Background: an optimization exercise with open tools, aiming at small area. Do not read the settings as production practice.
The RTL was checked by simulation tests, not by an equivalence proof against the original design.

==> design/flow/design.v <==
module sin_cos #(
    parameter int Width = 16
) (
    input  logic                    clk,
    input  logic                    rst,
    input  logic                    phase_valid,
    input  logic signed [Width-1:0] phase,
    output logic                    sin_cos_valid,
    output logic signed [Width-1:0] cos,
    output logic signed [Width-1:0] sin
);
    function automatic logic [19:0] add_bk(input logic [19:0] a, input logic [19:0] b,
                                           input logic sub);
        logic [19:0] bb, p, g, gg, pp;
        logic [20:0] c;
        bb = b ^ {20{sub}};
        p  = a ^ bb;
        g  = a & bb;
        gg = g;
        pp = p;
        gg[0] = g[0] | (p[0] & sub);
        for (int l = 1; l < 20; l = l * 2) begin
            for (int j = 2 * l - 1; j < 20; j = j + 2 * l) begin
                gg[j] = gg[j] | (pp[j] & gg[j-l]);
                pp[j] = pp[j] & pp[j-l];
            end
        end
        for (int l = 8; l >= 1; l = l / 2) begin
            for (int j = 3 * l - 1; j < 20; j = j + 2 * l) begin
                gg[j] = gg[j] | (pp[j] & gg[j-l]);
                pp[j] = pp[j] & pp[j-l];
            end
        end
        c[0] = sub;
        for (int j = 0; j < 20; j++) c[j+1] = gg[j];
        add_bk = p ^ c[19:0];
    endfunction
    function automatic logic [19:0] add_ks(input logic [19:0] a, input logic [19:0] b,
                                           input logic sub);
        add_ks = a + (b ^ {20{sub}}) + {19'd0, sub};
    endfunction
    function automatic logic [19:0] add_rc(input logic [19:0] a, input logic [19:0] b,
                                           input logic sub);
        logic [19:0] bb, p, g;
        logic [20:0] c;
        bb = b ^ {20{sub}};
        p  = a ^ bb;
        g  = a & bb;
        c[0] = sub;
        for (int j = 0; j < 20; j++) c[j+1] = g[j] | (p[j] & c[j]);
        add_rc = p ^ c[19:0];
    endfunction
    function automatic logic [19:0] add_la(input logic [19:0] a, input logic [19:0] b,
                                           input logic sub);
        logic [19:0] bb, p, g;
        logic [20:0] c;
        bb = b ^ {20{sub}};
        p  = a ^ bb;
        g  = a & bb;
        c[0] = sub;
        for (int j = 0; j < 20; j += 2) begin
            c[j+1] = g[j] | (p[j] & c[j]);
            c[j+2] = g[j+1] | (p[j+1] & g[j]) | (p[j+1] & p[j] & c[j]);
        end
        add_la = p ^ c[19:0];
    endfunction
    function automatic logic [15:0] round_neg(input logic [19:0] v, input logic neg);
        logic [19:0] s;
        s = (v ^ {20{neg}}) + {16'd0, 1'b1, 2'b00, neg};
        round_neg = s[19:4];
    endfunction
    function automatic logic [15:0] last_round_sx(input logic [19:0] a, input logic [19:0] b,
                                                  input logic sub, input logic neg);
        logic [19:0] aa, bb;
        logic [8:0]  lo;
        logic [12:0] hi;
        logic [2:0]  d;
        aa = a ^ {20{neg}};
        bb = b ^ {20{sub ^ neg}};
        lo = {2'b00, aa[6:0]} + {2'b00, bb[6:0]} + {5'd0, 1'b1, 1'b0, neg & ~sub, sub};
        d  = {1'b0, lo[8:7]} - {2'b00, bb[7]};
        hi = aa[19:7] + {{10{d[2]}}, d};
        last_round_sx = {hi, lo[6:4]};
    endfunction
    function automatic logic [15:0] last_round(input logic [19:0] a, input logic [19:0] b,
                                               input logic sub, input logic neg);
        logic [19:0] s;
        s = (a ^ {20{neg}}) + (b ^ {20{sub ^ neg}}) + {16'd0, 1'b1, 1'b0, neg & ~sub, sub};
        last_round = s[19:4];
    endfunction
    function automatic logic [19:0] add_sx8_6(input logic [19:0] a, input logic [19:0] b,
                                                input logic sub);
        logic [19:0] bb, p, g, gg, pp, s;
        logic [20:0] c;
        logic        bs, inc, dec, all1, all0;
        bb = b ^ {20{sub}};
        p  = a ^ bb;
        g  = a & bb;
        c[0] = sub;
        for (int j = 0; j < 6; j++) c[j+1] = g[j] | (p[j] & c[j]);
        gg = g;
        pp = p;
        for (int l = 1; l < 8 - 6; l = l * 2) begin
            for (int r = 2 * l - 1; r < 8 - 6; r = r + 2 * l) begin
                gg[r+6] = gg[r+6] | (pp[r+6] & gg[r+6-l]);
                pp[r+6] = pp[r+6] & pp[r+6-l];
            end
        end
        for (int l = 8; l >= 1; l = l / 2) begin
            for (int r = 3 * l - 1; r < 8 - 6; r = r + 2 * l) begin
                gg[r+6] = gg[r+6] | (pp[r+6] & gg[r+6-l]);
                pp[r+6] = pp[r+6] & pp[r+6-l];
            end
        end
        for (int j = 6; j < 8; j++) c[j+1] = gg[j] | (pp[j] & c[6]);
        s = p ^ c[19:0];
        bs  = bb[8];
        inc = c[8] & ~bs;
        dec = ~c[8] & bs;
        all1 = 1'b1;
        all0 = 1'b1;
        for (int j = 8; j < 20; j++) begin
            s[j] = a[j] ^ ((inc & all1) | (dec & all0));
            all1 = all1 & a[j];
            all0 = all0 & ~a[j];
        end
        add_sx8_6 = s;
    endfunction
    function automatic logic [19:0] add_sx9_5(input logic [19:0] a, input logic [19:0] b,
                                                input logic sub);
        logic [19:0] bb, p, g, gg, pp, s;
        logic [20:0] c;
        logic        bs, inc, dec, all1, all0;
        bb = b ^ {20{sub}};
        p  = a ^ bb;
        g  = a & bb;
        c[0] = sub;
        for (int j = 0; j < 5; j++) c[j+1] = g[j] | (p[j] & c[j]);
        gg = g;
        pp = p;
        for (int l = 1; l < 9 - 5; l = l * 2) begin
            for (int r = 2 * l - 1; r < 9 - 5; r = r + 2 * l) begin
                gg[r+5] = gg[r+5] | (pp[r+5] & gg[r+5-l]);
                pp[r+5] = pp[r+5] & pp[r+5-l];
            end
        end
        for (int l = 8; l >= 1; l = l / 2) begin
            for (int r = 3 * l - 1; r < 9 - 5; r = r + 2 * l) begin
                gg[r+5] = gg[r+5] | (pp[r+5] & gg[r+5-l]);
                pp[r+5] = pp[r+5] & pp[r+5-l];
            end
        end
        for (int j = 5; j < 9; j++) c[j+1] = gg[j] | (pp[j] & c[5]);
        s = p ^ c[19:0];
        bs  = bb[9];
        inc = c[9] & ~bs;
        dec = ~c[9] & bs;
        all1 = 1'b1;
        all0 = 1'b1;
        for (int j = 9; j < 20; j++) begin
            s[j] = a[j] ^ ((inc & all1) | (dec & all0));
            all1 = all1 & a[j];
            all0 = all0 & ~a[j];
        end
        add_sx9_5 = s;
    endfunction
    function automatic logic [19:0] add_sx10_4(input logic [19:0] a, input logic [19:0] b,
                                                input logic sub);
        logic [19:0] bb, p, g, gg, pp, s;
        logic [20:0] c;
        logic        bs, inc, dec, all1, all0;
        bb = b ^ {20{sub}};
        p  = a ^ bb;
        g  = a & bb;
        c[0] = sub;
        for (int j = 0; j < 4; j++) c[j+1] = g[j] | (p[j] & c[j]);
        gg = g;
        pp = p;
        for (int l = 1; l < 10 - 4; l = l * 2) begin
            for (int r = 2 * l - 1; r < 10 - 4; r = r + 2 * l) begin
                gg[r+4] = gg[r+4] | (pp[r+4] & gg[r+4-l]);
                pp[r+4] = pp[r+4] & pp[r+4-l];
            end
        end
        for (int l = 8; l >= 1; l = l / 2) begin
            for (int r = 3 * l - 1; r < 10 - 4; r = r + 2 * l) begin
                gg[r+4] = gg[r+4] | (pp[r+4] & gg[r+4-l]);
                pp[r+4] = pp[r+4] & pp[r+4-l];
            end
        end
        for (int j = 4; j < 10; j++) c[j+1] = gg[j] | (pp[j] & c[4]);
        s = p ^ c[19:0];
        bs  = bb[10];
        inc = c[10] & ~bs;
        dec = ~c[10] & bs;
        all1 = 1'b1;
        all0 = 1'b1;
        for (int j = 10; j < 20; j++) begin
            s[j] = a[j] ^ ((inc & all1) | (dec & all0));
            all1 = all1 & a[j];
            all0 = all0 & ~a[j];
        end
        add_sx10_4 = s;
    endfunction
    function automatic logic [19:0] add_sx11_4(input logic [19:0] a, input logic [19:0] b,
                                                input logic sub);
        logic [19:0] bb, p, g, gg, pp, s;
        logic [20:0] c;
        logic        bs, inc, dec, all1, all0;
        bb = b ^ {20{sub}};
        p  = a ^ bb;
        g  = a & bb;
        c[0] = sub;
        for (int j = 0; j < 4; j++) c[j+1] = g[j] | (p[j] & c[j]);
        gg = g;
        pp = p;
        for (int l = 1; l < 11 - 4; l = l * 2) begin
            for (int r = 2 * l - 1; r < 11 - 4; r = r + 2 * l) begin
                gg[r+4] = gg[r+4] | (pp[r+4] & gg[r+4-l]);
                pp[r+4] = pp[r+4] & pp[r+4-l];
            end
        end
        for (int l = 8; l >= 1; l = l / 2) begin
            for (int r = 3 * l - 1; r < 11 - 4; r = r + 2 * l) begin
                gg[r+4] = gg[r+4] | (pp[r+4] & gg[r+4-l]);
                pp[r+4] = pp[r+4] & pp[r+4-l];
            end
        end
        for (int j = 4; j < 11; j++) c[j+1] = gg[j] | (pp[j] & c[4]);
        s = p ^ c[19:0];
        bs  = bb[11];
        inc = c[11] & ~bs;
        dec = ~c[11] & bs;
        all1 = 1'b1;
        all0 = 1'b1;
        for (int j = 11; j < 20; j++) begin
            s[j] = a[j] ^ ((inc & all1) | (dec & all0));
            all1 = all1 & a[j];
            all0 = all0 & ~a[j];
        end
        add_sx11_4 = s;
    endfunction
    function automatic logic [19:0] add_sx12_4(input logic [19:0] a, input logic [19:0] b,
                                                input logic sub);
        logic [19:0] bb, p, g, gg, pp, s;
        logic [20:0] c;
        logic        bs, inc, dec, all1, all0;
        bb = b ^ {20{sub}};
        p  = a ^ bb;
        g  = a & bb;
        c[0] = sub;
        for (int j = 0; j < 4; j++) c[j+1] = g[j] | (p[j] & c[j]);
        gg = g;
        pp = p;
        for (int l = 1; l < 12 - 4; l = l * 2) begin
            for (int r = 2 * l - 1; r < 12 - 4; r = r + 2 * l) begin
                gg[r+4] = gg[r+4] | (pp[r+4] & gg[r+4-l]);
                pp[r+4] = pp[r+4] & pp[r+4-l];
            end
        end
        for (int l = 8; l >= 1; l = l / 2) begin
            for (int r = 3 * l - 1; r < 12 - 4; r = r + 2 * l) begin
                gg[r+4] = gg[r+4] | (pp[r+4] & gg[r+4-l]);
                pp[r+4] = pp[r+4] & pp[r+4-l];
            end
        end
        for (int j = 4; j < 12; j++) c[j+1] = gg[j] | (pp[j] & c[4]);
        s = p ^ c[19:0];
        bs  = bb[12];
        inc = c[12] & ~bs;
        dec = ~c[12] & bs;
        all1 = 1'b1;
        all0 = 1'b1;
        for (int j = 12; j < 20; j++) begin
            s[j] = a[j] ^ ((inc & all1) | (dec & all0));
            all1 = all1 & a[j];
            all0 = all0 & ~a[j];
        end
        add_sx12_4 = s;
    endfunction
    function automatic logic [19:0] add_sx13_4(input logic [19:0] a, input logic [19:0] b,
                                                input logic sub);
        logic [19:0] bb, p, g, gg, pp, s;
        logic [20:0] c;
        logic        bs, inc, dec, all1, all0;
        bb = b ^ {20{sub}};
        p  = a ^ bb;
        g  = a & bb;
        c[0] = sub;
        for (int j = 0; j < 4; j++) c[j+1] = g[j] | (p[j] & c[j]);
        gg = g;
        pp = p;
        for (int l = 1; l < 13 - 4; l = l * 2) begin
            for (int r = 2 * l - 1; r < 13 - 4; r = r + 2 * l) begin
                gg[r+4] = gg[r+4] | (pp[r+4] & gg[r+4-l]);
                pp[r+4] = pp[r+4] & pp[r+4-l];
            end
        end
        for (int l = 8; l >= 1; l = l / 2) begin
            for (int r = 3 * l - 1; r < 13 - 4; r = r + 2 * l) begin
                gg[r+4] = gg[r+4] | (pp[r+4] & gg[r+4-l]);
                pp[r+4] = pp[r+4] & pp[r+4-l];
            end
        end
        for (int j = 4; j < 13; j++) c[j+1] = gg[j] | (pp[j] & c[4]);
        s = p ^ c[19:0];
        bs  = bb[13];
        inc = c[13] & ~bs;
        dec = ~c[13] & bs;
        all1 = 1'b1;
        all0 = 1'b1;
        for (int j = 13; j < 20; j++) begin
            s[j] = a[j] ^ ((inc & all1) | (dec & all0));
            all1 = all1 & a[j];
            all0 = all0 & ~a[j];
        end
        add_sx13_4 = s;
    endfunction
    function automatic logic [19:0] add_sx14_4(input logic [19:0] a, input logic [19:0] b,
                                                input logic sub);
        logic [19:0] bb, p, g, gg, pp, s;
        logic [20:0] c;
        logic        bs, inc, dec, all1, all0;
        bb = b ^ {20{sub}};
        p  = a ^ bb;
        g  = a & bb;
        c[0] = sub;
        for (int j = 0; j < 4; j++) c[j+1] = g[j] | (p[j] & c[j]);
        gg = g;
        pp = p;
        for (int l = 1; l < 14 - 4; l = l * 2) begin
            for (int r = 2 * l - 1; r < 14 - 4; r = r + 2 * l) begin
                gg[r+4] = gg[r+4] | (pp[r+4] & gg[r+4-l]);
                pp[r+4] = pp[r+4] & pp[r+4-l];
            end
        end
        for (int l = 8; l >= 1; l = l / 2) begin
            for (int r = 3 * l - 1; r < 14 - 4; r = r + 2 * l) begin
                gg[r+4] = gg[r+4] | (pp[r+4] & gg[r+4-l]);
                pp[r+4] = pp[r+4] & pp[r+4-l];
            end
        end
        for (int j = 4; j < 14; j++) c[j+1] = gg[j] | (pp[j] & c[4]);
        s = p ^ c[19:0];
        bs  = bb[14];
        inc = c[14] & ~bs;
        dec = ~c[14] & bs;
        all1 = 1'b1;
        all0 = 1'b1;
        for (int j = 14; j < 20; j++) begin
            s[j] = a[j] ^ ((inc & all1) | (dec & all0));
            all1 = all1 & a[j];
            all0 = all0 & ~a[j];
        end
        add_sx14_4 = s;
    endfunction
    logic [0:0] fold;
    logic [0:0] s0;
    logic [0:0] s1;
    logic [16:0] c2;
    logic [16:0] z2;
    logic [12:0] z2h;
    logic [0:0] pneg;
    logic [0:0] fold_q1;
    logic [0:0] s1_q1;
    logic [0:0] pneg_q1;
    logic [12:0] z2h_q1;
    logic [3:0] z2l;
    logic [16:0] z2b;
    logic [0:0] s2;
    logic [0:0] s3;
    logic [0:0] s4;
    logic [0:0] s5;
    logic [12:0] c6;
    logic [12:0] z6;
    logic [0:0] s0_q1;
    localparam logic [2559:0] XY_TABLE = 2560'h2d4712d37b2d37fd2b8f2d4712d37b2d37fd2b8f15dd73c2363c238ea2293d3ad1297612977c2c5306dd23f9ec3f9eef922e3703d20ae620ae8c8fc323fec34e7e34e7edc0133fec002f2702f28c0140fef353ffb23ffb4010ca328e2273a6273a8cd71e1d2ec38f2b38f2be2d143f1160ad2a0ad29c0eea0ebb63e4553e455f144a3aa7e1993b1993bc55822a4d73003330031d5b2a2a4d73003330031d5b2a300332a4d72a4d9cffcd300332a4d72a4d9cffcd1993b3aa7e3aa7ee66c53e4550ebb60ebb5c1bab0ad2a3f1163f116f52d638f2b1d2ec1d2ecc70d5273a6328e2328e0d8c593ffb2fef35fef34c004e02f273fec03fec0fd0d834e7e23fec23feccb18220ae63703d3703bdf51a3f9ec06dd206dcfc0614129763d3ad3d3abed68a3c23615dd715dd5c3dca2d37b2d4712d46dd2c862d37b2d4712d46dd2c86;
    logic [19:0] x6;
    logic [19:0] y6;
    logic [12:0] z6_q2;
    logic [18:0] x6_q2;
    wire [19:0] x6_q2_s = {{1{x6_q2[18]}}, x6_q2};
    logic [18:0] y6_q2;
    wire [19:0] y6_q2_s = {{1{y6_q2[18]}}, y6_q2};
    logic [19:0] x7;
    logic [19:0] y7;
    logic [12:0] z6_q3;
    logic [18:0] x7_q3;
    wire [19:0] x7_q3_s = {{1{x7_q3[18]}}, x7_q3};
    logic [18:0] y7_q3;
    wire [19:0] y7_q3_s = {{1{y7_q3[18]}}, y7_q3};
    logic [19:0] x8;
    logic [19:0] y8;
    logic [12:0] z6_q4;
    logic [18:0] x8_q4;
    wire [19:0] x8_q4_s = {{1{x8_q4[18]}}, x8_q4};
    logic [18:0] y8_q4;
    wire [19:0] y8_q4_s = {{1{y8_q4[18]}}, y8_q4};
    logic [19:0] x9;
    logic [19:0] y9;
    logic [12:0] z6_q5;
    logic [19:0] x9_q5;
    logic [18:0] y9_q5;
    wire [19:0] y9_q5_s = {{1{y9_q5[18]}}, y9_q5};
    logic [19:0] x10;
    logic [19:0] y10;
    logic [12:0] z6_q6;
    logic [19:0] x10_q6;
    logic [19:0] y10_q6;
    logic [19:0] x11;
    logic [19:0] y11;
    logic [12:0] z6_q7;
    logic [19:0] x11_q7;
    logic [19:0] y11_q7;
    logic [19:0] x12;
    logic [19:0] y12;
    logic [12:0] z6_q8;
    logic [19:0] x12_q8;
    logic [19:0] y12_q8;
    logic [19:0] x13;
    logic [19:0] y13;
    logic [12:0] z6_q9;
    logic [0:0] fold_q2;
    logic [0:0] fold_q3;
    logic [0:0] fold_q4;
    logic [0:0] fold_q5;
    logic [0:0] fold_q6;
    logic [0:0] fold_q7;
    logic [0:0] fold_q8;
    logic [0:0] fold_q9;
    logic [19:0] x13_q9;
    logic [19:0] y13_q9;
    logic [15:0] cos_r;
    logic [15:0] sin_r;
    logic v1;
    logic v2;
    logic v3;
    logic v4;
    logic v5;
    logic v6;
    logic v7;
    logic v8;
    logic v9;
    wire pa_ge0 = $signed(phase) >= -$signed(16'sd32169);
    wire pa_ge1 = $signed(phase) >= -$signed(16'sd25735);
    wire pa_ge2 = $signed(phase) >= -$signed(16'sd19301);
    wire pa_ge3 = $signed(phase) >= -$signed(16'sd12868);
    wire pa_ge4 = $signed(phase) >= -$signed(16'sd6434);
    wire pa_ge5 = $signed(phase) >= $signed(16'sd0);
    wire pa_ge6 = $signed(phase) >= $signed(16'sd6434);
    wire pa_ge7 = $signed(phase) >= $signed(16'sd12869);
    wire pa_ge8 = $signed(phase) >= $signed(16'sd19302);
    wire pa_ge9 = $signed(phase) >= $signed(16'sd25736);
    wire pa_ge10 = $signed(phase) >= $signed(16'sd32170);
    assign fold = ~(pa_ge3 ^ pa_ge7);
    assign s0 = (pa_ge1 ^ pa_ge3 ^ pa_ge5 ^ pa_ge7 ^ pa_ge9);
    assign s1 = (pa_ge0 ^ pa_ge1 ^ pa_ge2 ^ pa_ge3 ^ pa_ge4 ^ pa_ge5 ^ pa_ge6 ^ pa_ge7 ^ pa_ge8 ^ pa_ge9 ^ pa_ge10);
    assign c2[0] = (pa_ge3 ^ pa_ge7);
    assign c2[1] = ~(pa_ge0 ^ pa_ge1 ^ pa_ge2 ^ pa_ge3 ^ pa_ge4 ^ pa_ge5 ^ pa_ge6 ^ pa_ge8 ^ pa_ge9 ^ pa_ge10);
    assign c2[2] = (pa_ge0 ^ pa_ge1 ^ pa_ge2 ^ pa_ge3 ^ pa_ge4 ^ pa_ge5 ^ pa_ge6);
    assign c2[3] = (pa_ge0 ^ pa_ge1 ^ pa_ge2 ^ pa_ge3 ^ pa_ge4 ^ pa_ge5 ^ pa_ge6 ^ pa_ge7 ^ pa_ge8 ^ pa_ge9 ^ pa_ge10);
    assign c2[4] = (pa_ge0 ^ pa_ge1 ^ pa_ge2 ^ pa_ge3 ^ pa_ge4 ^ pa_ge5 ^ pa_ge6 ^ pa_ge7 ^ pa_ge8 ^ pa_ge9 ^ pa_ge10);
    assign c2[5] = (pa_ge0 ^ pa_ge1 ^ pa_ge2 ^ pa_ge3 ^ pa_ge4 ^ pa_ge5 ^ pa_ge6 ^ pa_ge7 ^ pa_ge8 ^ pa_ge9 ^ pa_ge10);
    assign c2[6] = (pa_ge1 ^ pa_ge3 ^ pa_ge5 ^ pa_ge7 ^ pa_ge9);
    assign c2[7] = (pa_ge1 ^ pa_ge5 ^ pa_ge9);
    assign c2[8] = (pa_ge0 ^ pa_ge2 ^ pa_ge3 ^ pa_ge4 ^ pa_ge5 ^ pa_ge6 ^ pa_ge7 ^ pa_ge8 ^ pa_ge10);
    assign c2[9] = (pa_ge1 ^ pa_ge2 ^ pa_ge3 ^ pa_ge4 ^ pa_ge5 ^ pa_ge6 ^ pa_ge7 ^ pa_ge8 ^ pa_ge9);
    assign c2[10] = (pa_ge0 ^ pa_ge1 ^ pa_ge3 ^ pa_ge5 ^ pa_ge7 ^ pa_ge9 ^ pa_ge10);
    assign c2[11] = ~(pa_ge1 ^ pa_ge2 ^ pa_ge4 ^ pa_ge5 ^ pa_ge6 ^ pa_ge8 ^ pa_ge9);
    assign c2[12] = (pa_ge3 ^ pa_ge4 ^ pa_ge5 ^ pa_ge6 ^ pa_ge7);
    assign c2[13] = (pa_ge0 ^ pa_ge2 ^ pa_ge3 ^ pa_ge5 ^ pa_ge7 ^ pa_ge8 ^ pa_ge10);
    assign c2[14] = ~(pa_ge1 ^ pa_ge2 ^ pa_ge4 ^ pa_ge5 ^ pa_ge6 ^ pa_ge8 ^ pa_ge9);
    assign c2[15] = ~(pa_ge3 ^ pa_ge4 ^ pa_ge5 ^ pa_ge6 ^ pa_ge7);
    assign c2[16] = (pa_ge1 ^ pa_ge3 ^ pa_ge5 ^ pa_ge7 ^ pa_ge9);
    assign z2h = phase[12:0] + c2[16:4];
    assign pneg = phase[15];
    assign z2l[0] = ~fold_q1;
    assign z2l[1] = fold_q1 ? (s1_q1 ^ pneg_q1) : ~s1_q1;
    assign z2l[2] = s1_q1 | (fold_q1 & ~pneg_q1);
    assign z2l[3] = s1_q1;
    assign z2b = {z2h_q1, z2l};
    wire zb_ge0 = $signed(z2b) >= -$signed(17'sd56592);
    wire zb_ge1 = $signed(z2b) >= -$signed(17'sd48416);
    wire zb_ge2 = $signed(z2b) >= -$signed(17'sd40232);
    wire zb_ge3 = $signed(z2b) >= -$signed(17'sd32112);
    wire zb_ge4 = $signed(z2b) >= -$signed(17'sd23992);
    wire zb_ge5 = $signed(z2b) >= -$signed(17'sd15811);
    wire zb_ge6 = $signed(z2b) >= -$signed(17'sd7632);
    wire zb_ge7 = $signed(z2b) >= $signed(17'sd0);
    wire zb_ge8 = $signed(z2b) >= $signed(17'sd7630);
    wire zb_ge9 = $signed(z2b) >= $signed(17'sd15811);
    wire zb_ge10 = $signed(z2b) >= $signed(17'sd23992);
    wire zb_ge11 = $signed(z2b) >= $signed(17'sd32110);
    wire zb_ge12 = $signed(z2b) >= $signed(17'sd40228);
    wire zb_ge13 = $signed(z2b) >= $signed(17'sd48416);
    wire zb_ge14 = $signed(z2b) >= $signed(17'sd56592);
    assign s2 = zb_ge7;
    assign s3 = (zb_ge3 ^ zb_ge7 ^ zb_ge11);
    assign s4 = (zb_ge1 ^ zb_ge3 ^ zb_ge5 ^ zb_ge7 ^ zb_ge9 ^ zb_ge11 ^ zb_ge13);
    assign s5 = (zb_ge0 ^ zb_ge1 ^ zb_ge2 ^ zb_ge3 ^ zb_ge4 ^ zb_ge5 ^ zb_ge6 ^ zb_ge7 ^ zb_ge8 ^ zb_ge9 ^ zb_ge10 ^ zb_ge11 ^ zb_ge12 ^ zb_ge13 ^ zb_ge14);
    assign c6[0] = 1'b1;
    assign c6[1] = (zb_ge0 ^ zb_ge2 ^ zb_ge3 ^ zb_ge4 ^ zb_ge6 ^ zb_ge7 ^ zb_ge8 ^ zb_ge10 ^ zb_ge11 ^ zb_ge12 ^ zb_ge14);
    assign c6[2] = ~(zb_ge1 ^ zb_ge2 ^ zb_ge4 ^ zb_ge5 ^ zb_ge7 ^ zb_ge9 ^ zb_ge10 ^ zb_ge12 ^ zb_ge13);
    assign c6[3] = ~(zb_ge1 ^ zb_ge4 ^ zb_ge7 ^ zb_ge10 ^ zb_ge13);
    assign c6[4] = (zb_ge3 ^ zb_ge5 ^ zb_ge7 ^ zb_ge9 ^ zb_ge11);
    assign c6[5] = (zb_ge1 ^ zb_ge5 ^ zb_ge7 ^ zb_ge9 ^ zb_ge13);
    assign c6[6] = (zb_ge5 ^ zb_ge7 ^ zb_ge9);
    assign c6[7] = (zb_ge3 ^ zb_ge7 ^ zb_ge11);
    assign c6[8] = ~(zb_ge7);
    assign c6[9] = zb_ge7;
    assign c6[10] = ~(zb_ge7);
    assign c6[11] = ~(zb_ge7);
    assign c6[12] = zb_ge7;
    assign z6 = z2b[12:0] + c6;
    assign {x6, y6} = XY_TABLE[{s5, s4, s3, s2, s1_q1, s0_q1} * 40 +: 40];
    assign x7 = add_sx14_4(x6_q2_s, $signed(y6_q2_s) >>> 6, ~z6_q2[12]);
    assign y7 = add_sx14_4(y6_q2_s, $signed(x6_q2_s) >>> 6, z6_q2[12]);
    assign x8 = add_sx13_4(x7_q3_s, $signed(y7_q3_s) >>> 7, z6_q3[11]);
    assign y8 = add_sx13_4(y7_q3_s, $signed(x7_q3_s) >>> 7, ~z6_q3[11]);
    assign x9 = add_sx12_4(x8_q4_s, $signed(y8_q4_s) >>> 8, z6_q4[10]);
    assign y9 = add_sx12_4(y8_q4_s, $signed(x8_q4_s) >>> 8, ~z6_q4[10]);
    assign x10 = add_sx11_4(x9_q5, $signed(y9_q5_s) >>> 9, z6_q5[9]);
    assign y10 = add_sx11_4(y9_q5_s, $signed(x9_q5) >>> 9, ~z6_q5[9]);
    assign x11 = add_sx10_4(x10_q6, $signed(y10_q6) >>> 10, z6_q6[8]);
    assign y11 = add_sx10_4(y10_q6, $signed(x10_q6) >>> 10, ~z6_q6[8]);
    assign x12 = add_sx9_5(x11_q7, $signed(y11_q7) >>> 11, z6_q7[7]);
    assign y12 = add_sx9_5(y11_q7, $signed(x11_q7) >>> 11, ~z6_q7[7]);
    assign x13 = add_sx8_6(x12_q8, $signed(y12_q8) >>> 12, z6_q8[6]);
    assign y13 = add_sx8_6(y12_q8, $signed(x12_q8) >>> 12, ~z6_q8[6]);
    assign cos_r = last_round(x13_q9, $signed(y13_q9) >>> 13, z6_q9[5], fold_q9);
    assign sin_r = last_round(y13_q9, $signed(x13_q9) >>> 13, ~z6_q9[5], fold_q9);
    always_ff @(posedge clk) begin
        fold_q1 <= fold;
        s1_q1 <= s1;
        pneg_q1 <= pneg;
        z2h_q1 <= z2h;
        s0_q1 <= s0;
        z6_q2 <= z6;
        x6_q2 <= x6[18:0];
        y6_q2 <= y6[18:0];
        z6_q3 <= z6_q2;
        x7_q3 <= x7[18:0];
        y7_q3 <= y7[18:0];
        z6_q4 <= z6_q3;
        x8_q4 <= x8[18:0];
        y8_q4 <= y8[18:0];
        z6_q5 <= z6_q4;
        x9_q5 <= x9;
        y9_q5 <= y9[18:0];
        z6_q6 <= z6_q5;
        x10_q6 <= x10;
        y10_q6 <= y10;
        z6_q7 <= z6_q6;
        x11_q7 <= x11;
        y11_q7 <= y11;
        z6_q8 <= z6_q7;
        x12_q8 <= x12;
        y12_q8 <= y12;
        z6_q9 <= z6_q8;
        fold_q2 <= fold_q1;
        fold_q3 <= fold_q2;
        fold_q4 <= fold_q3;
        fold_q5 <= fold_q4;
        fold_q6 <= fold_q5;
        fold_q7 <= fold_q6;
        fold_q8 <= fold_q7;
        fold_q9 <= fold_q8;
        x13_q9 <= x13;
        y13_q9 <= y13;
        cos <= cos_r;
        sin <= sin_r;
    end
    always_ff @(posedge clk) begin
        if (rst) begin
            v1 <= 1'b0;
            v2 <= 1'b0;
            v3 <= 1'b0;
            v4 <= 1'b0;
            v5 <= 1'b0;
            v6 <= 1'b0;
            v7 <= 1'b0;
            v8 <= 1'b0;
            v9 <= 1'b0;
            sin_cos_valid <= 1'b0;
        end else begin
            v1 <= phase_valid;
            v2 <= v1;
            v3 <= v2;
            v4 <= v3;
            v5 <= v4;
            v6 <= v5;
            v7 <= v6;
            v8 <= v7;
            v9 <= v8;
            sin_cos_valid <= v9;
        end
    end
endmodule
==> design/flow/run.sh <==
#!/bin/bash
# synth_recipe.tcl (not shown) runs the flow's synth.tcl, then flattens the netlist and writes it again
# the make line also repeats each setting of config.mk as NAME=value (left out here)
make -C /OpenROAD-flow-scripts/flow DESIGN_CONFIG=/design/flow/config.mk WORK_HOME=/design/flow/orfs CLKGATE_MAP_FILE= SYNTH_SCRIPT=/design/flow/synth_recipe.tcl finish
==> design/flow/config.mk <==
export PLATFORM = sky130hd
export DESIGN_NAME = sin_cos
export DESIGN_NICKNAME = sin_cos
export VERILOG_FILES = /design/flow/design.v
export SDC_FILE = /design/flow/constraint.sdc
export NUM_CORES = 4
export LEC_CHECK = 0
export CAP_MARGIN = 20
export CORE_MARGIN = 2
export CORE_UTILIZATION = 62
export CTS_CLUSTER_DIAMETER = 100
export CTS_CLUSTER_SIZE = 24
export GPL_ROUTABILITY_DRIVEN = 0
export PLACE_DENSITY = 0.7
export SLEW_MARGIN = 20
==> design/flow/constraint.sdc <==
create_clock -name core_clock -period 4.5 [get_ports {clk}]
set_input_delay 0.9000 -clock core_clock [delete_from_list [all_inputs] [get_ports {clk}]]
set_output_delay 0.9000 -clock core_clock [all_outputs]
set_load 0.01 [all_outputs]
==> results of run 1 <==
## worst min path at each step
stage	endpoint	slack, ns	depth (start not counted)
final	z6_q3[7]$_DFF_P_	0.33	0
after global routing	z6_q4[10]$_DFF_P_	0.33	0
after CTS	z6_q5[9]$_DFF_P_	0.32	0
after detailed placement	z6_q3[6]$_DFF_P_	0.31	0
after global placement	z6_q6[8]$_DFF_P_	0.31	0
after floorplan	z6_q3[0]$_DFF_P_	0.31	0
## kinds of logic after synthesis
kind of cell / after synthesis
compound gates: 563
fa+ha+maj: 289
simple gates: 697
buf+inv: 349
flops: 416
xor+xnor: 418
mux: 28
## cells in the mapped netlist (18+ instances only)
master,instances,area [µm²]
a211oi_1,24,180
mux2i_1,19,190
fa_1,65,1300
nand3_1,43,215
a21boi_0,20,150
and2_1,18,113
o21ai_0,153,766
nand2b_1,57,357
a31oi_1,30,188
o211ai_1,18,135
clkbuf_1,88,330
xor2_1,195,1710
ha_1,223,2790
dfxtp_1,416,8330
nor2_1,229,860
o21a_1,39,293
xnor2_1,223,1950
a21oi_1,147,736
nor3_1,64,320
nand2_1,166,623
buf_2,28,140
inv_1,213,800
nor2b_1,40,250
## per-stage QoR
step | worst slack, ns | hold slack, ns
after global placement | -0.793 | 0.310
after global routing | -0.0761 | 0.333
final | 0.152 | 0.325
after floorplan | 0.00121 | 0.310
after CTS | 0.00258 | 0.324
after detailed placement | -0.958 | 0.312
## area by class of cell
| cell class | instances | area [µm²] |
|---|---|---|
| multi-input combinational | 1995 | 15300 |
| timing repair buffer | 198 | 1660 |
| clock inverter | 2 | 20.0 |
| clock buffer | 21 | 526 |
| sequential | 416 | 8370 |
| fill | 3153 | 12200 |
| tap | 525 | 657 |
| inverter | 214 | 803 |
## registers in the layout, indices dropped and copies added (netlist names), 20 cells and up
| name | count |
|---|---|
| x11_q7 | 20 |
| y12_q8 | 20 |
| x9_q5 | 20 |
| x10_q6 | 20 |
| y13_q9 | 20 |
| y10_q6 | 20 |
| y11_q7 | 20 |
| x12_q8 | 20 |
| x13_q9 | 20 |
## repair_timing
action,CTS,global route
resized for setup,18,106
pin swaps,8,33
hold buffers,0,0
endpoints found under the setup margin,17,60
buffers inserted,10,17
endpoints found under the hold margin,0,0
## worst max-delay path, stage by stage
cell	delay (ns)
clkdlybuf4s50_1	0.45
nor2_2	0.14
a21boi_1	0.07
o311a_1	0.36
or4_4	0.51
o2111ai_2	0.10
nor2_2	0.08
xor2_2	0.17
ha_2	0.21
inv_1	0.06
fa_2	0.40
nor2b_2	0.13
o21ai_2	0.07
a21boi_2	0.19
o21ai_2	0.09
a21boi_2	0.18
buf_4	0.13
buf_4	0.09
buf_4	0.09
buf_4	0.08
buf_4	0.09
buf_4	0.09
buf_4	0.08
nor2_1	0.03
## per-layer routing
| layer | track usage [%] | vias up | share of wire [%] |
|---|---|---|---|
| met5 | 0 | - | 0 |
| met1 | 34.0 | 8984 | 42 |
| met2 | 45.9 | 683 | 48 |
| li1 | - | 9457 | - |
| met4 | 11.3 | 0 | 4.0 |
| met3 | 3.39 | 170 | 5.9 |
==> impl_metrics.csv, run 1 <==
group,metric,value,unit
outcome,outcome,"finished clean",
clocking,clk_pin_slew,0.09,ns
setup_path,cp.required,4.95,ns
floorplan,rows,73,
setup_path,path_max_fanout,2,
synth,ys_warn_count,113,
synth,synth_compound_area_share,14.5,%
detailed_routing,drt_iter0_markers,1611,
floorplan,fp.dieH,204,µm
cells_and_area,n_antenna_cell,0,
synth,synth_top_family_by_area,"adder cells",
placed_design,port_buffers,51,
setup_path,crit_path_start_kind,"primary input",
floorplan,io_pins,52,
worst_hold_path,hp-start,"z6_q2[7]$_DFF_P_",
sta,tightest_slew,0.891,ns
detailed_routing,num_vias,19300,
synth,synth-edff-count,0,
synth,syn_avg_cell_area,8.96,µm²
placed_design,dp_cells,3321,
synth,synth_seq_cells,416,
detailed_routing,wl_per_cell,16.9,µm
sta,maxClockFrequency,230,MHz
synth,syn_area,24700,µm²
global_route,grt_pass1_wl,91300,µm
cells_and_area,fin_nets,3153,
detailed_routing,first_pass_iters,6,
detailed_routing,drcViolationCount,0,
clocking,cts_tree,"yes",
floorplan,dieArea,41500,µm²
cells_and_area,layout_common_cells,"400 x dfxtp_1, 222 x xnor2_1, 220 x nor2_1",
job,drv_cap,0,
synth,yosys.area_share.adder,16.6,%
global_route,track_usage,26.8,%
synth,yosys-mux-area-fraction,1.54,%
clocking,h-tree-depth,1,
synth,yosysSeqAreaShare,33.7,%
placed_design,placed_cell_area,26300,µm²
floorplan,start_util,62.5,%
synth,syn_nets,3067,
global_route,antenna_found_initial,0,
sta,fin_crit_sh,96.6,%
synth,synthArstFlopShare,0,%
sta,max-slew-margin-rel,40.6,%
global_route,grt_pass1_vias,18600,
cells_and_area,instances_no_fill,3371,
detailed_routing,wl,56800,µm
synth,synth_ff_type,"dfxtp_1",
clocking,cts_buffers,21,
synth,synth_xor_xnor_area_share,14.8,%
sta,final-setup-viol-count,0,
clocking,clock_sinks,416,
detailed_routing,via_per_inst,5.72,
worst_hold_path,hp-class,"register to register",
detailed_routing,antenna_left,0,
setup_path,crit_path_end,"z2h_q1[6]$_DFF_P_",
clocking,cts_buffer_depth,3,
sta,setup_tns,0,ns
setup_path,r2r_setup_slack,0.19,ns
cells_and_area,layout_commonest_cell,"dfxtp_1",
setup_path,endpoint_kind,"register",
setup_path,worst_r2r_path_depth,17,
floorplan,die_x,204,µm
setup_path,path_class,"primary input to register",
clocking,worstSkewPairLatency,0.55,ns
setup_path,critPathArrivalTime,4.79,ns
sta,drv_slew,0,
cells_and_area,final_layout_size_suffix_gt1_share,10.7,%
sta,hold_violations,0,
setup_path,worstSetupStartpoint,"phase[7]",
sta,fin_crit,4.35,ns
cells_and_area,design_area,27400,µm²
global_route,grt_overflow,0,
floorplan,core,39500,µm²
placed_design,dpl.hpwl,43100,µm
setup_path,r2r-start,"z6_q8[6]$_DFF_P_",
sta,clock_skew,0.0159,ns
setup_path,timing.rr.end,"x13_q9[18]$_DFF_P_",
global_route,grt_max_degree,64,
synth,yosys.area_share.simple,13.3,%
synth,syn_inst,2760,
clocking,root_buffer,"clkbuf_16",
cells_and_area,post-route-util,69.2,%
cells_and_area,syn_to_final_growth,10.6,%
synth,synth_cell_types,87,
==> run 2, diff against run 1 <==
--- a/design/flow/config.mk
+++ b/design/flow/config.mk
@@ -9,7 +9,7 @@
 export CORE_MARGIN = 2
-export CORE_UTILIZATION = 62
+export CORE_UTILIZATION = 58
 export CTS_CLUSTER_DIAMETER = 100
 export CTS_CLUSTER_SIZE = 24
-export GPL_ROUTABILITY_DRIVEN = 0
-export PLACE_DENSITY = 0.7
+export GPL_TIMING_DRIVEN = 0
+export PLACE_DENSITY = 0.65
 export SLEW_MARGIN = 20
==> impl_metrics.csv, run 2 <==
group,metric,value,unit
setup_path,critPathArrivalTime,5.01,ns
floorplan,fp.dieH,210,µm
synth,synth_ff_type,"dfxtp_1",
synth,synth-edff-count,0,
setup_path,worstSetupStartpoint,"z6_q4[10]$_DFF_P_",
sta,fin_crit,4.53,ns
setup_path,cp_slowest_stage_delay,0.44,ns
sta,hold_violations,0,
setup_path,timing.rr.end,"x9_q5[18]$_DFF_P_",
synth,synth_cell_types,87,
detailed_routing,drcViolationCount,0,
synth,yosysSeqAreaShare,33.7,%
clocking,cts_buffer_depth,3,
floorplan,dieArea,44300,µm²
floorplan,rows,75,
placed_design,port_buffers,49,
setup_path,path_class,"register to register",
floorplan,start_util,58.8,%
clocking,clock_sinks,416,
setup_path,cp.required,4.98,ns
sta,rsz0062_at_grt,"yes",
sta,tightest_slew,0.997,ns
clocking,worstSkewPairLatency,0.55,ns
cells_and_area,design_area,28200,µm²
cells_and_area,layout_common_cells,"405 x dfxtp_1, 219 x xnor2_1, 215 x nor2_1",
detailed_routing,drt_iter0_markers,1710,
clocking,h-tree-depth,1,
setup_path,critical-path-slowest-cell,"fa_2",
outcome,outcome,"failed layout checks",
outcome,violations,"setup timing",
sta,setup_tns,-0.0333,ns
detailed_routing,antenna_left,0,
placed_design,place_congestion,1.04,
sta,fin_crit_sh,101,%
global_route,grt_max_degree,25,
global_route,grt_pass1_vias,20300,
setup_path,crit_chain,"buf_12 > xnor2_1 > fa_1 > fa_2 > fa_2 > nor2b_1 > o21ai_1 > a21boi_1 > o21ai_0 > nand2b_1 > and2_1 > o21a_1 > o21a_1 > o21ai_1 > nor2b_1 > ha_1 > nand2b_1 > nor3_2 > nand2_1 > nor3_1 > a31oi_1 > xnor2_1",
clocking,root_buffer,"clkbuf_16",
sta,final-setup-viol-count,2,
setup_path,r2r-start,"z6_q4[10]$_DFF_P_",
cells_and_area,post-route-util,67.2,%
synth,netlist_top_cells_area,"dfxtp_1 34%, ha_1 11%, xnor2_1 7.9%",
setup_path,worst_r2r_path_depth,22,
cells_and_area,syn_to_final_growth,14.2,%
placed_design,placed_cell_area,25900,µm²
setup_path,path_buf_inv,1,
job,drv_cap,0,
cells_and_area,final_layout_size_suffix_gt1_share,14.2,%
floorplan,io_pins,52,
worst_hold_path,hp-class,"register to register",
placed_design,dpl.hpwl,53900,µm
synth,syn_nets,3067,
setup_path,critPathTopFamily,"adder cells",
clocking,cts_buffers,22,
setup_path,endpoint_kind,"register",
global_route,antenna_found_initial,2,
setup_path,cp_num_cells,22,
clocking,cts_tree,"yes",
detailed_routing,first_pass_iters,6,
setup_path,r2r_setup_slack,-0.03,ns
global_route,track_usage,32.1,%
detailed_routing,wl,76500,µm
sta,maxClockFrequency,221,MHz
sta,layout_setup_ws,-0.0266,ns
synth,synth_most_common_cell,"dfxtp_1",
setup_path,crit_path_start_kind,"register",
sta,clock_skew,0.0240,ns
synth,syn_inst,2760,
sta,max-slew-margin-rel,33.3,%
detailed_routing,wl_per_cell,22.1,µm
synth,syn_area,24700,µm²
detailed_routing,num_vias,20900,
synth,post-synth-top-area-cell,"dfxtp_1",
floorplan,die_x,210,µm
clocking,clk_pin_slew,0.09,ns
synth,yosysTopAreaCellShare,33.7,%
detailed_routing,via_per_inst,6.02,
synth,synth_common_cells,"416 x dfxtp_1, 229 x nor2_1, 223 x ha_1, 223 x xnor2_1, 213 x inv_1",
setup_path,path_max_fanout,10,
synth,synthArstFlopShare,0,%
cells_and_area,fin_nets,3231,
floorplan,core,42000,µm²
setup_path,crit_path_end,"x9_q5[18]$_DFF_P_",
synth,ys_warn_count,113,
sta,drv_slew,0,
global_route,grt_pass1_wl,111000,µm
cells_and_area,layout_commonest_cell,"dfxtp_1",
global_route,grt_overflow,0,
synth,syn_avg_cell_area,8.96,µm²
synth,synth_seq_cells,416,
==> run 2: changes by cell type in the layout (fill, tap and decap cells not counted), moves of 7 or more <==
cell,delta
ha_1,-8
fa_1,-24
buf_4,-30
clkbuf_2,+7
clkbuf_4,+7
ha_2,+7
o21ai_0,-15
buf_2,+30
o21ai_1,+10
fa_2,+24
nand3_1,-7
clkbuf_1,+49
==> run 2: worst min-delay path by stage <==
| stage | startpoint | end | slack, ns | cells past startpoint |
|---|---|---|---|---|
| 5_1_grt | z6_q4[8]$_DFF_P_ | z6_q5[8]$_DFF_P_ | 0.33 | 0 |
| 2_1_floorplan | z6_q2[0]$_DFF_P_ | z6_q3[0]$_DFF_P_ | 0.31 | 0 |
| 3_3_place_gp | z6_q6[5]$_DFF_P_ | z6_q7[5]$_DFF_P_ | 0.31 | 0 |
| 3_5_place_dp | z6_q4[8]$_DFF_P_ | z6_q5[8]$_DFF_P_ | 0.31 | 0 |
| 6_report | z6_q4[8]$_DFF_P_ | z6_q5[8]$_DFF_P_ | 0.31 | 0 |
| 4_1_cts | z6_q4[8]$_DFF_P_ | z6_q5[8]$_DFF_P_ | 0.31 | 0 |
==> run 2: cell families after synthesis <==
logic type / Yosys count / synth area share [%]
adders and majority gates: 289 / 16.6
and+or+nand+nor: 697 / 13.3
DFF: 416 / 33.7
buffers and inverters: 349 / 5.56
xor gates and xnor gates: 418 / 14.8
AOI/OAI and AO/OA: 563 / 14.5
muxes: 28 / 1.54
==> run 2: per-layer routing <==
layer,part of all wire [%],GRT usage (%),vias up
met5,0.018,0,-
met4,5.2,15.2,2
met3,6.6,4.57,281
met2,48,55.7,946
met1,40,39.5,10000
li1,-,-,9604
==> run 2: layout make-up <==
type / count / area, µm²
fillers: 3125 / 13800
clock inverters: 3 / 45.0
repair buffers: 156 / 1280
diodes: 1 / 2.50
flip-flops and latches: 416 / 8360
plain buffers: 119 / 754
multi-input cells: 1995 / 15800
inverters: 214 / 805
well taps: 539 / 674
clock buffers: 23 / 576
==> run 2: what timing repair did <==
action                                 CTS  global route
pin swaps                               33            84
hold buffers                             0             0
endpoints found under the hold margin    0             0
setup endpoints to repair              117            71
buffers inserted                        34            72
resized for setup                      149           192
cloned                                   1             0
==> run 2: metrics by stage <==
| stage | hold WS (ns) | cells | worst slack [ns] |
|---|---|---|---|
| CTS | 0.307 | 3397 | -0.00542 |
| finish | 0.309 | 3466 | -0.0266 |
| global placement | 0.311 | 3348 | -1.13 |
| floorplan | 0.310 | 2760 | 0.00121 |
| detailed placement | 0.312 | 3348 | -1.26 |
| global route | 0.332 | 3465 | -0.221 |
==> run 2: worst register-to-register path, stage by stage (launching register included) <==
cell and delay [ns]:
dfxtp_4 0.39, buf_12 0.17, xnor2_1 0.15, fa_1 0.41, fa_2 0.36, fa_2 0.44
nor2b_1 0.13, o21ai_1 0.10, a21boi_1 0.28, o21ai_0 0.14, nand2b_1 0.13, and2_1 0.17
o21a_1 0.20, o21a_1 0.20, o21ai_1 0.10, nor2b_1 0.15, ha_1 0.19, nand2b_1 0.15
nor3_2 0.07, nand2_1 0.12, nor3_1 0.07, a31oi_1 0.22, xnor2_1 0.14

-- separate check: timing with driven ports --
In the flow no input, the clock included, has a driving cell. The finished layouts below were timed again as built, in two steps.
Step 1 sets driving cells, clkbuf_16 on the clock port and buf_2 on the other inputs (assumed; they add their load-dependent delay and slew).
Step 2 also shifts input and output timing later by t, the mid clock arrival at the registers, as if the neighbouring blocks saw the same clock.
a / b / c = no drivers / after step 1 / after step 2; a / b = the first two.
| run | t, ns | slack for setup (ns) | pins driven straight from the clock port |
|---|---|---|---|
| run 1 | 0.599 | 0.152 / 0.190 / -0.408 | 1 |
| run 2 | 0.603 | -0.027 / -0.027 / -0.394 | 1 |
With both steps, setup timing fails in run 1, where it was met with ideal ports. For run 1, which loses most, drivers alone change the setup slack by +0.038 ns; drivers and shift together by -0.560 ns.
